This is an optimization exercise on Yosys and OpenROAD, whose aim is small area, not a production implementation. Function was checked by simulation only, so behaviour that the tests miss may differ from the original.

== v40 ==
// matrix_alu_responder
module matrix_alu_responder #(
  parameter int DATA_W     = 16,
  parameter int NREG       = 8,
  parameter int MUL_CYCLES = 4
) (
  input  logic                  clk,
  input  logic                  reset,
  input  logic                  n_alu_enable,
  input  logic [2:0]            op_select,
  input  logic [2:0]            alu_address,
  input  logic [4*DATA_W-1:0]   data_in,
  output logic [4*DATA_W-1:0]   data_out,
  output logic                  data_valid,
  output logic                  busy,
  output logic                  done,
  output logic                  cmd_err
);
Size in the first run: about 2,300 cells after synthesis, about 560 flip-flops, roughly 140 I/O pins.
export LEC_CHECK = 0
export CAP_MARGIN = 20
export CORE_MARGIN = 2
export CORE_UTILIZATION = 40
export SLEW_MARGIN = 20
create_clock -name core_clock -period 12.0 [get_ports {clk}]
standard.sh (not shown) runs the stock make flow with config.mk's settings and CLKGATE_MAP_FILE= SYNTH_SCRIPT=/design/flow/synth_recipe.tcl, a recipe that flattens the netlist after the stock synthesis.
==> flow/flow/run.sh <==
#!/bin/bash
# The standard layout (standard.sh, ORFS) with three changes:
#  1. Yosys's generic `abc -fast` inside `synth` is skipped (SYNTH_ARGS=-noabc),
#     so extract_fa sees the RTL's full adders as written and maps them to
#     fa/ha cells without inverters between them.
#  2. The cell mapping runs an area-oriented ABC script (flow/abc_area.script,
#     selected with ABC_AREA=1) instead of the delay-oriented default.
#  3. CTS inserts no dummy loads and clusters up to 25 sinks within 100 um
#     per leaf buffer (clock-pin slew stays near 100 ps).
#  4. Port buffers are the smallest buffer, sky130_fd_sc_hd__buf_1; every
#     input and output port still gets its own buffer.
# Registers, their names and cell types are those of the standard synthesis.
set -euo pipefail
W="$(cd "$(dirname "$0")/.." && pwd)"
cd "$W"
rm -rf "$W/scripts_area"
cp -r "$FLOW_HOME/scripts" "$W/scripts_area"
cp "$W/flow/abc_area.script" "$W/scripts_area/abc_area.script"
export SCRIPTS_DIR="$W/scripts_area"
export SYNTH_ARGS="-noabc"
export ABC_AREA=1
export CTS_ARGS="-sink_clustering_enable -repair_clock_nets -dont_use_dummy_load -sink_clustering_size 25 -sink_clustering_max_diameter 100"
export BUFFER_PORTS_ARGS="-buffer_cell sky130_fd_sc_hd__buf_1"
bash "$W/standard.sh" > "$W/flow_make.log" 2>&1
==> flow/flow/abc_area.script <==
strash
&get -n
&st
&dch
&nf -a
&put
topo
Changes in v57 relative to v40:
# v40
export LEC_CHECK = 0
export CAP_MARGIN = 20
export CORE_MARGIN = 2
export CORE_UTILIZATION = 40
export SLEW_MARGIN = 20
create_clock -name core_clock -period 12.0 [get_ports {clk}]
# v57
export LEC_CHECK = 0
export CAP_MARGIN = 20
export CORE_MARGIN = 2
export CORE_UTILIZATION = 70
export SLEW_MARGIN = 20
create_clock -name core_clock -period 12.0 [get_ports {clk}]
-- flow/flow/run.sh --
<<< v40, line 1
#!/bin/bash
# The standard layout (standard.sh, ORFS) with three changes:
#  1. Yosys's generic `abc -fast` inside `synth` is skipped (SYNTH_ARGS=-noabc),
>>> v57, line 1
#!/bin/bash
# The standard layout (standard.sh, ORFS) with these changes:
#  1. Yosys's generic `abc -fast` inside `synth` is skipped (SYNTH_ARGS=-noabc),
<<< v40, line 5
#     fa/ha cells without inverters between them.
#  2. The cell mapping runs an area-oriented ABC script (flow/abc_area.script,
#     selected with ABC_AREA=1) instead of the delay-oriented default.
>>> v57, line 5
#     fa/ha cells without inverters between them.
#  2. The cell mapping runs an area-oriented ABC script (flow/abc_area.script: repeated
#     choice computation and area-only mapping with area recovery,
#     selected with ABC_AREA=1) instead of the delay-oriented default.
==> flow/flow/abc_area.script <==
strash
dch -f
&get -n
&st
&dch -f
&nf -a -R 1000
&st
&dch -f
&nf -a -R 1000
&put
topo
Notes after the runs:
Synthesized-area fraction occupied by xor and xnor cells ended up 0.73 points lower on v57 than on v40.
[compare] base=v40 new=v57: largest net degree at the start of global routing now larger, global placement routability congestion now larger.
The non-clock buffer contribution to total cell area was comparable across v40 and v57.
Relative to v40, global-route wire length before repair decreased by about 6% in v57.
Total global routing overflow came out exactly the same in v40 and v57.
Edits applied to the flow inputs when going from v57 to v31:
# v57
export LEC_CHECK = 0
export CAP_MARGIN = 20
export CORE_MARGIN = 2
export CORE_UTILIZATION = 70
export SLEW_MARGIN = 20
create_clock -name core_clock -period 12.0 [get_ports {clk}]
# v31
export LEC_CHECK = 0
export CAP_MARGIN = 20
export CORE_MARGIN = 2
export CORE_UTILIZATION = 40
export SLEW_MARGIN = 20
create_clock -name core_clock -period 12.0 [get_ports {clk}]
==> flow/flow/run.sh <==
#!/bin/bash
# The standard layout (standard.sh, ORFS) with three changes:
#  1. Yosys's generic `abc -fast` inside `synth` is skipped (SYNTH_ARGS=-noabc),
#     so extract_fa sees the RTL's full adders as written and maps them to
#     fa/ha cells without inverters between them.
#  2. The cell mapping runs an area-oriented ABC script (flow/abc_area.script,
#     selected with ABC_AREA=1) instead of the delay-oriented default.
#  3. CTS inserts no dummy loads.
# Registers, their names and cell types are those of the standard synthesis.
set -euo pipefail
W="$(cd "$(dirname "$0")/.." && pwd)"
cd "$W"
rm -rf "$W/scripts_area"
cp -r "$FLOW_HOME/scripts" "$W/scripts_area"
cp "$W/flow/abc_area.script" "$W/scripts_area/abc_area.script"
export SCRIPTS_DIR="$W/scripts_area"
export SYNTH_ARGS="-noabc"
export ABC_AREA=1
export CTS_ARGS="-sink_clustering_enable -repair_clock_nets -dont_use_dummy_load"
bash "$W/standard.sh" > "$W/flow_make.log" 2>&1
==> flow/flow/abc_area.script <==
strash
&get -n
&st
&dch
&nf -a
&put
topo
==> run notes <==
Delta (v31 minus v57): multiplexer fraction of the synthesized cell area lost 0.33 points, sequential share of layout area lost 3.7 points, final area picked up an extra about 8%.
CTS buffer count up 41 in v31 wrt v57
Taking v57 over v31, the final cell count without fillers ratio works out to 0.853.

========
Another version of the RTL of matrix_alu_responder (not shown whole).
Size in the first run: ~2100 cells after synthesis, roughly 560 flip-flops, roughly 140 I/O pins, ~30000 um^2 of cells after synthesis.
==> flow/config.mk <==
export PLATFORM = sky130hd
export DESIGN_NAME = matrix_alu_responder
export DESIGN_NICKNAME = matrix_alu_responder
export VERILOG_FILES = /design/flow/design.v
export SDC_FILE = /design/flow/constraint.sdc
export NUM_CORES = 4
export LEC_CHECK = 0
export CAP_MARGIN = 20
export CORE_MARGIN = 2
export CORE_UTILIZATION = 70
export SLEW_MARGIN = 20
==> flow/constraint.sdc <==
create_clock -name core_clock -period 12.0 [get_ports {clk}]
set_input_delay 2.4000 -clock core_clock [delete_from_list [all_inputs] [get_ports {clk}]]
set_output_delay 2.4000 -clock core_clock [all_outputs]
set_load 0.01 [all_outputs]
==> flow/flow/run.sh <==
#!/bin/bash
# The standard layout (standard.sh, ORFS) with these changes:
#  1. Yosys's generic `abc -fast` inside `synth` is skipped (SYNTH_ARGS=-noabc),
#     so extract_fa sees the RTL's full adders as written and maps them to
#     fa/ha cells without inverters between them.
#  2. The cell mapping runs an area-oriented ABC script (flow/abc_area.script: repeated
#     choice computation and area-only mapping with area recovery,
#     selected with ABC_AREA=1) instead of the delay-oriented default.
#  3. CTS inserts no dummy loads and builds the tree from clkbuf_4 cells,
#     up to 10 sinks within 50 um per leaf buffer (clock-pin slew stays
#     near 115 ps).
#  4. Port buffers are the smallest buffer, sky130_fd_sc_hd__buf_1; every
#     input and output port still gets its own buffer.
# Registers, their names and cell types are those of the standard synthesis.
set -euo pipefail
W="$(cd "$(dirname "$0")/.." && pwd)"
cd "$W"
rm -rf "$W/scripts_area"
cp -r "$FLOW_HOME/scripts" "$W/scripts_area"
cp "$W/flow/abc_area.script" "$W/scripts_area/abc_area.script"
export SCRIPTS_DIR="$W/scripts_area"
export SYNTH_ARGS="-noabc"
export ABC_AREA=1
export CTS_ARGS="-sink_clustering_enable -repair_clock_nets -dont_use_dummy_load -sink_clustering_size 10 -sink_clustering_max_diameter 50 -buf_list sky130_fd_sc_hd__clkbuf_4"
export BUFFER_PORTS_ARGS="-buffer_cell sky130_fd_sc_hd__buf_1"
bash "$W/standard.sh" > "$W/flow_make.log" 2>&1
==> flow/flow/abc_area.script <==
strash
dch -f
&get -n
&st
&dch -f
&nf -a -R 1000
&st
&dch -f
&nf -a -R 1000
&put
topo
==> next run, changes <==
--- a/flow/flow/run.sh
+++ b/flow/flow/run.sh
@@ -8,5 +8,4 @@
 #     selected with ABC_AREA=1) instead of the delay-oriented default.
-#  3. CTS inserts no dummy loads and builds the tree from clkbuf_4 cells,
-#     up to 10 sinks within 50 um per leaf buffer (clock-pin slew stays
-#     near 115 ps).
+#  3. CTS inserts no dummy loads and clusters up to 25 sinks within 100 um
+#     per leaf buffer (clock-pin slew stays near 100 ps).
 #  4. Port buffers are the smallest buffer, sky130_fd_sc_hd__buf_1; every
@@ -23,3 +22,3 @@
 export ABC_AREA=1
-export CTS_ARGS="-sink_clustering_enable -repair_clock_nets -dont_use_dummy_load -sink_clustering_size 10 -sink_clustering_max_diameter 50 -buf_list sky130_fd_sc_hd__clkbuf_4"
+export CTS_ARGS="-sink_clustering_enable -repair_clock_nets -dont_use_dummy_load -sink_clustering_size 25 -sink_clustering_max_diameter 100"
 export BUFFER_PORTS_ARGS="-buffer_cell sky130_fd_sc_hd__buf_1"
After rerunning: Global-route usage shrinks by 0.37 points. Design area grows by 0.42%. Synthesized area stays the same. Clock-buffer cell count shrinks by 42. Routed wire length barely changes. Setup slack loses 0.28 ns.
==> next run, changes <==
--- a/flow/flow/run.sh
+++ b/flow/flow/run.sh
@@ -8,6 +8,7 @@
 #     selected with ABC_AREA=1) instead of the delay-oriented default.
-#  3. CTS inserts no dummy loads and clusters up to 25 sinks within 100 um
-#     per leaf buffer (clock-pin slew stays near 100 ps).
 #  4. Port buffers are the smallest buffer, sky130_fd_sc_hd__buf_1; every
 #     input and output port still gets its own buffer.
+#  5. Half-adder cells are not used (added to DONT_USE_CELLS in a config that
+#     includes the standard flow's config.mk): extract_fa then maps only full adders and
+#     does not turn address and counter decode logic into half adders.
 # Registers, their names and cell types are those of the standard synthesis.
@@ -22,4 +23,6 @@
 export ABC_AREA=1
-export CTS_ARGS="-sink_clustering_enable -repair_clock_nets -dont_use_dummy_load -sink_clustering_size 25 -sink_clustering_max_diameter 100"
+export CTS_ARGS="-sink_clustering_enable -repair_clock_nets -dont_use_dummy_load -sink_clustering_size 16 -sink_clustering_max_diameter 60 -buf_list sky130_fd_sc_hd__clkbuf_8"
 export BUFFER_PORTS_ARGS="-buffer_cell sky130_fd_sc_hd__buf_1"
-bash "$W/standard.sh" > "$W/flow_make.log" 2>&1
+printf 'include %s/config.mk\nexport DONT_USE_CELLS = sky130_fd_sc_hd__ha_1 sky130_fd_sc_hd__ha_2 sky130_fd_sc_hd__ha_4\n' "$W" > "$W/config_area.mk"
+sed "s|DESIGN_CONFIG=[^ ]*|DESIGN_CONFIG=$W/config_area.mk|" "$W/standard.sh" > "$W/standard_area.sh"
+bash "$W/standard_area.sh" > "$W/flow_make.log" 2>&1
=> The new run went through all stages and came out clean; die area came out lower by 0.90%; hold slack gets worse by 0.012 ns; sequential cell count does not change.
==> next run, changes <==
--- a/flow/flow/run.sh
+++ b/flow/flow/run.sh
@@ -8,2 +8,5 @@
 #     selected with ABC_AREA=1) instead of the delay-oriented default.
+#  3. CTS inserts no dummy loads and builds the tree from clkbuf_4 cells,
+#     up to 10 sinks within 50 um per leaf buffer (clock-pin slew stays
+#     near 115 ps).
 #  4. Port buffers are the smallest buffer, sky130_fd_sc_hd__buf_1; every
@@ -23,3 +26,3 @@
 export ABC_AREA=1
-export CTS_ARGS="-sink_clustering_enable -repair_clock_nets -dont_use_dummy_load -sink_clustering_size 16 -sink_clustering_max_diameter 60 -buf_list sky130_fd_sc_hd__clkbuf_8"
+export CTS_ARGS="-sink_clustering_enable -repair_clock_nets -dont_use_dummy_load -sink_clustering_size 10 -sink_clustering_max_diameter 50 -buf_list sky130_fd_sc_hd__clkbuf_4"
 export BUFFER_PORTS_ARGS="-buffer_cell sky130_fd_sc_hd__buf_1"
=> The new run produced a clean layout. Non-clock buffer count is higher by 1. Final area is about the same. Synthesized cell count stays the same. Via count grows by 0.86%. Worst setup slack gains 0.14 ns. Utilization decreases by 0.18 points.

-- port drivers added, routing unchanged --
The results above use ideal ports. As a check the final layouts listed here were re-extracted and re-timed, cells and wires unchanged. Step 1 (the two cells are an assumption about what drives the block):
set clk [get_ports {clk}]
set_driving_cell -lib_cell sky130_fd_sc_hd__clkbuf_16 $clk
set_driving_cell -lib_cell sky130_fd_sc_hd__buf_2 [delete_from_list [all_inputs] $clk]
Step 2 also shifts input and output timing later by t, the mid clock arrival at the registers, as if the neighbouring blocks saw the same clock. Three values: ideal ports, drivers, drivers and shift; two values: the first two.
| run | t, ns | setup slack, ns | latest minus earliest clock arrival (ns) | pins driven straight from the clock port |
|---|---|---|---|---|
| v40 | 0.679 | 1.312 / 1.312 / 0.811 | 0.076 / 0.077 | 1 |
| v57 | 0.647 | 0.868 / 0.868 / 0.844 | 0.079 / 0.079 | 1 |
| v31 | 0.649 | 1.198 / 1.198 / 0.959 | 0.044 / 0.044 | 1 |
| the first run of note 2 | 0.846 | 1.744 / 1.767 / 0.921 | 0.093 / 0.093 | 1 |
| the second run of note 2 | 0.657 | 1.464 / 1.493 / 0.836 | 0.047 / 0.048 | 1 |
| the third run of note 2 | 0.698 | 1.421 / 1.404 / 0.706 | 0.072 / 0.072 | 1 |
| the fourth run of note 2 | 0.844 | 1.566 / 1.537 / 0.694 | 0.090 / 0.089 | 1 |
After both steps setup and hold are still met in every run listed. For the fourth run of note 2, which loses most, drivers alone change the setup slack by -0.029 ns; drivers and shift together by -0.872 ns.
